What follows belongs to an exercise in optimizing a design on an open flow for small area; a production flow would make more cautious choices.
The RTL was checked by simulation tests, not by an equivalence proof against the original design.
The flow treats the clock pin as an ideal source, which a real chip does not have.
Power and IR drop assume default switching activity.

==> flow/design.v <==
module decode_writeback #(
    parameter logic [63:0] RSP_RESET = 64'h0000_0000_0000_0200
) (
    input  logic         clock,
    input  logic         reset,
    input  logic [3:0]   icode,
    input  logic [3:0]   rA,
    input  logic [3:0]   rB,
    input  logic         halt_in,
    input  logic         cnd,
    input  logic [63:0]  valE,
    input  logic [63:0]  valM,
    output logic [3:0]   srcA,
    output logic [3:0]   srcB,
    output logic [3:0]   dstE,
    output logic [3:0]   dstM,
    output logic [63:0]  valA,
    output logic [63:0]  valB,
    output logic [1:0]   stat
);
    localparam logic [3:0] RegNone = 4'hF;
    localparam logic [3:0] RegRsp  = 4'h4;
    localparam logic [3:0] IHalt  = 4'h0;
    localparam logic [3:0] ICmov  = 4'h2;
    localparam logic [3:0] IIrmov = 4'h3;
    localparam logic [3:0] IRmmov = 4'h4;
    localparam logic [3:0] IMrmov = 4'h5;
    localparam logic [3:0] IOp    = 4'h6;
    localparam logic [3:0] ICall  = 4'h8;
    localparam logic [3:0] IRet   = 4'h9;
    localparam logic [3:0] IPush  = 4'hA;
    localparam logic [3:0] IPop   = 4'hB;
    logic [1:0]  statReg;
    logic [1:0]  nextStat;
    logic        commit;
    logic [63:0] regs [0:14];
    always_comb begin
        srcA = RegNone;
        srcB = RegNone;
        dstE = RegNone;
        dstM = RegNone;
        case (icode)
            ICmov:  begin srcA = rA; dstE = cnd ? rB : RegNone; end
            IIrmov: begin dstE = rB; end
            IRmmov: begin srcA = rA; srcB = rB; end
            IMrmov: begin srcB = rB; dstM = rA; end
            IOp:    begin srcA = rA; srcB = rB; dstE = rB; end
            ICall:  begin srcB = RegRsp; dstE = RegRsp; end
            IRet:   begin srcA = RegRsp; srcB = RegRsp; dstE = RegRsp; end
            IPush:  begin srcA = rA; srcB = RegRsp; dstE = RegRsp; end
            IPop:   begin srcA = RegRsp; srcB = RegRsp; dstE = RegRsp; dstM = rA; end
            default: ;
        endcase
    end
    logic [14:0] selA, selB;
    always_comb begin
        for (int r = 0; r < 15; r++) begin
            selA[r] = (srcA == 4'(r));
            selB[r] = (srcB == 4'(r));
        end
    end
    for (genvar b = 0; b < 64; b++) begin : gRead
        logic [14:0] col;
        for (genvar r = 0; r < 15; r++) begin : gCol
            assign col[r] = regs[r][b];
        end
        dw_read15 uRdA (.d(col), .s(selA), .y(valA[b]));
        dw_read15 uRdB (.d(col), .s(selB), .y(valB[b]));
    end
    always_comb begin
        nextStat = statReg;
        if (statReg == 2'b00) begin
            if (icode > 4'hB)
                nextStat = 2'b10;
            else if (halt_in || icode == IHalt)
                nextStat = 2'b01;
        end
    end
    assign commit = (statReg == 2'b00) && (nextStat == 2'b00);
    assign stat   = statReg;
    always_ff @(posedge clock) begin
        if (reset)
            statReg <= 2'b00;
        else
            statReg <= nextStat;
    end
    logic [63:0] wData;
    assign wData = (dstM != RegNone) ? valM : valE;
    logic [14:0] wrE, wrM, ld, hold, ldE, ldM;
    always_comb begin
        for (int r = 0; r < 15; r++) begin
            wrE[r]  = commit && (dstE == 4'(r));
            wrM[r]  = commit && (dstM == 4'(r));
            ld[r]   = !reset && (wrE[r] || wrM[r]);
            hold[r] = !reset && !(wrE[r] || wrM[r]);
            ldM[r]  = !reset && wrM[r];
            ldE[r]  = !reset && wrE[r] && !wrM[r];
        end
    end
    logic [63:0] nxt [0:14];
    for (genvar r = 0; r < 15; r++) begin : gReg
        for (genvar b = 0; b < 64; b++) begin : gBit
            if (r == 4 && RSP_RESET[b]) begin : gRspOne
                dw_ao2221 uNx (.a1(regs[r][b]), .a2(hold[r]), .b1(valE[b]), .b2(ldE[r]),
                               .c1(valM[b]), .c2(ldM[r]), .d(reset), .x(nxt[r][b]));
            end else if (r == 4) begin : gRsp
                dw_ao222 uNx (.a1(regs[r][b]), .a2(hold[r]), .b1(valE[b]), .b2(ldE[r]),
                              .c1(valM[b]), .c2(ldM[r]), .x(nxt[r][b]));
            end else begin : gGen
                dw_ao22 uNx (.a1(regs[r][b]), .a2(hold[r]), .b1(wData[b]), .b2(ld[r]),
                             .x(nxt[r][b]));
            end
        end
    end
    always_ff @(posedge clock) begin
        for (int r = 0; r < 15; r++)
            regs[r] <= nxt[r];
    end
endmodule
module dw_ao22 (
    input  logic a1, a2, b1, b2,
    output logic x
);
    assign x = (a1 & a2) | (b1 & b2);
endmodule
module dw_ao222 (
    input  logic a1, a2, b1, b2, c1, c2,
    output logic x
);
    assign x = (a1 & a2) | (b1 & b2) | (c1 & c2);
endmodule
module dw_ao2221 (
    input  logic a1, a2, b1, b2, c1, c2, d,
    output logic x
);
    assign x = (a1 & a2) | (b1 & b2) | (c1 & c2) | d;
endmodule
module dw_aoi222 (
    input  logic a1, a2, b1, b2, c1, c2,
    output logic y
);
    assign y = ~((a1 & a2) | (b1 & b2) | (c1 & c2));
endmodule
module dw_nand5 (
    input  logic a, b, c, d, e,
    output logic y
);
    assign y = ~(a & b & c & d & e);
endmodule
module dw_read15 (
    input  logic [14:0] d,
    input  logic [14:0] s,
    output logic        y
);
    logic [4:0] n;
    for (genvar g = 0; g < 5; g++) begin : gGrp
        dw_aoi222 uG (.a1(d[3*g]), .a2(s[3*g]), .b1(d[3*g+1]), .b2(s[3*g+1]),
                      .c1(d[3*g+2]), .c2(s[3*g+2]), .y(n[g]));
    end
    dw_nand5 uOr (.a(n[0]), .b(n[1]), .c(n[2]), .d(n[3]), .e(n[4]), .y(y));
endmodule
clock: 8.0 ns
lec_check: 0
cap_margin: 20
core_margin: 2
core_utilization: 45
place_density: 0.65
slew_margin: 20
synth_hierarchical: 1
synth_minimum_keep_size: 0
standard.sh (not shown) runs the stock make flow with config.mk's settings and CLKGATE_MAP_FILE= SYNTH_SCRIPT=/design/flow/synth_recipe.tcl, a recipe that flattens the netlist after the stock synthesis.
==> flow/flow/run.sh <==
#!/bin/bash
# Standard ORFS layout (the standard.sh, unchanged synthesis) with:
#  - port buffers of the smallest buffer cell,
#  - a clock tree of clkbuf_2 cells without dummy loads,
#  - an area-recovery sizing pass after CTS.
set -e
export BUFFER_PORTS_ARGS="-buffer_cell sky130_fd_sc_hd__buf_1"
export CTS_ARGS="-sink_clustering_enable -repair_clock_nets -dont_use_dummy_load -buf_list sky130_fd_sc_hd__clkbuf_2"
export POST_CTS_TCL="$PWD/flow/post_cts.tcl"
bash standard.sh > standard.log 2>&1
==> flow/flow/post_cts.tcl <==
# Downsize cells off the critical paths to recover area.
estimate_parasitics -placement
repair_timing -recover_power 100
detailed_placement
check_placement -verbose
Next try:
==> flow/flow/run.sh (replaced) <==
#!/bin/bash
# Standard ORFS layout (the standard.sh, unchanged synthesis) with:
#  - port buffers of the smallest buffer cell,
#  - no timing-driven upsizing at floorplan (before placement, wires unknown),
#  - a clock tree of clkbuf_4 cells on clusters of up to 12 flip-flops, without dummy
#    loads, whose leaf buffers are then upsized where their sinks' clock slew is high.
set -e
export BUFFER_PORTS_ARGS="-buffer_cell sky130_fd_sc_hd__buf_1"
export CTS_ARGS="-sink_clustering_enable -repair_clock_nets -dont_use_dummy_load -buf_list sky130_fd_sc_hd__clkbuf_4 -sink_clustering_size 12 -sink_clustering_max_diameter 35"
export REMOVE_ABC_BUFFERS=1
export POST_CTS_TCL="$PWD/flow/post_cts.tcl"
bash standard.sh > standard.log 2>&1
==> flow/flow/post_cts.tcl (replaced) <==
# Upsize clock leaf buffers whose flip-flop sinks see a clock slew above the target
# (placement parasitics), then re-legalize.
proc fix_leaves {target} {
  set sizes {sky130_fd_sc_hd__clkbuf_1 sky130_fd_sc_hd__clkbuf_2 sky130_fd_sc_hd__clkbuf_4 sky130_fd_sc_hd__clkbuf_8 sky130_fd_sc_hd__clkbuf_16}
  set tot 0
  for {set it 0} {$it < 5} {incr it} {
    estimate_parasitics -placement
    set n 0
    foreach inst [get_cells clkbuf_leaf*] {
      set out [get_pins -of_objects $inst -filter "direction==output"]
      set net [get_nets -of_objects $out]
      set mx 0
      foreach p [get_pins -of_objects $net -filter "direction==input"] {
        set sl [expr {max([get_property $p slew_max_rise],[get_property $p slew_max_fall])}]
        if {$sl > $mx} { set mx $sl }
      }
      if {$mx > $target} {
        set m [get_property [get_lib_cells -of_objects $inst] name]
        set i [lsearch $sizes $m]
        if {$i >= 0 && $i < [llength $sizes] - 1} {
          replace_cell $inst [lindex $sizes [expr {$i + 1}]]
          incr n
        }
      }
    }
    incr tot $n
    if {$n == 0} { break }
  }
  puts "fix_leaves: upsized $tot leaf buffers"
}
fix_leaves 0.085
estimate_parasitics -placement
repair_timing -hold
detailed_placement
check_placement -verbose
- CORE_UTILIZATION: 45 -> 65
- PLACE_DENSITY: 0.65 -> 0.75
After rerunning: The changed run finished with timing, DRC and antenna clean. Die area fell by 30%. Non-clock buffer count fell by 22. Worst setup slack is better by 0.28 ns. Final area fell by 1.1%. Power rose by 2.8%. Sequential cell count is unchanged. Hold slack is better by 0.26 ns. Routed wire length fell by 1.2%.
Next try:
==> flow/flow/run.sh (replaced) <==
#!/bin/bash
# Standard ORFS layout (the standard.sh, unchanged synthesis) with:
#  - port buffers of the smallest buffer cell,
#  - a clock tree of clkbuf_4 cells without dummy loads,
#  - no timing-driven upsizing at floorplan (before placement, wires unknown).
set -e
export BUFFER_PORTS_ARGS="-buffer_cell sky130_fd_sc_hd__buf_1"
export CTS_ARGS="-sink_clustering_enable -repair_clock_nets -dont_use_dummy_load -buf_list sky130_fd_sc_hd__clkbuf_4"
export REMOVE_ABC_BUFFERS=1
bash standard.sh > standard.log 2>&1
- CORE_UTILIZATION: 65 -> 55
- PLACE_DENSITY: 0.75 -> 0.7
removed: flow/flow/post_cts.tcl
Die area rose by 18%; hold slack degrades by 0.015 ns; worst setup slack degrades by 0.053 ns; clock skew rose by 0.052 ns; via count fell by 1.8%; total power rose by 3.9%; final cell count rose by about 5%; synthesized cell count does not change; synthesized area stays the same; flip-flop and latch count is unchanged; sequential power barely changes.
Next try:
==> flow/flow/run.sh (replaced) <==
#!/bin/bash
# Standard ORFS layout (the standard.sh, unchanged synthesis) with:
#  - port buffers of the smallest buffer cell,
#  - a clock tree of clkbuf_2 cells without dummy loads,
#  - no timing-driven upsizing at floorplan (before placement, wires unknown),
#  - ORFS's area/power recovery sizing pass after global routing.
set -e
export BUFFER_PORTS_ARGS="-buffer_cell sky130_fd_sc_hd__buf_1"
export CTS_ARGS="-sink_clustering_enable -repair_clock_nets -dont_use_dummy_load -buf_list sky130_fd_sc_hd__clkbuf_2"
export REMOVE_ABC_BUFFERS=1
export RECOVER_POWER=100
bash standard.sh > standard.log 2>&1
- CORE_UTILIZATION: 55 -> 45
- PLACE_DENSITY: 0.7 -> 0.65
The changed run finished with max-capacitance violations, max-slew violations left.
Final area went down by 0.84%.
Non-clock buffer count goes up by 7.
Clock skew grows by 0.040 ns.
Next try:
==> flow/flow/run.sh (replaced) <==
#!/bin/bash
# Standard ORFS layout (the standard.sh, unchanged synthesis) with port buffers of the
# smallest buffer cell and a clock tree built without dummy loads.
set -e
export BUFFER_PORTS_ARGS="-buffer_cell sky130_fd_sc_hd__buf_1"
export CTS_ARGS="-sink_clustering_enable -repair_clock_nets -dont_use_dummy_load"
bash standard.sh > standard.log 2>&1
- CORE_UTILIZATION: 45 -> 65
- PLACE_DENSITY: 0.65 -> 0.75
Outcome: The changed run went through all stages and came out clean; die area is lower by a quarter to a third; core utilization goes up by 25 points; cell count went down by roughly a tenth; final area went up by a few percent; wire length drops slightly; clock skew goes down by 0.14 ns; sequential cell count does not change.

==> re-timing with driven ports <==
The results above use ideal ports. As a check the final layouts listed here were re-extracted and re-timed, cells and wires unchanged. Step 1, drivers: a clkbuf_16 drives clock and a buf_2 each remaining input, both assumed. Step 2 also shifts input and output timing later by t, the mid clock arrival at the registers, as if the neighbouring blocks saw the same clock. Slacks: ideal ports / drivers / drivers and shift; pairs: ideal ports / drivers.
run | t (ns) | setup WS [ns] | worst data-port slew with drivers (ns) | cell pins on the clock port's net
the first run | 1.554 | 0.871 / 0.839 / 0.839 | 0.06 | 1
the second run | 1.134 | 1.152 / 1.127 / 1.127 | 0.05 | 1
the third run | 1.153 | 1.099 / 1.073 / 1.073 | 0.05 | 1
the fourth run | 1.476 | 0.419 / 0.457 / -1.019 | 0.07 | 1
the fifth run | 0.718 | 1.111 / 1.086 / 1.086 | 0.06 | 1
For the fourth run, which loses most, drivers alone change the setup slack by +0.038 ns; drivers and shift together by -1.438 ns.
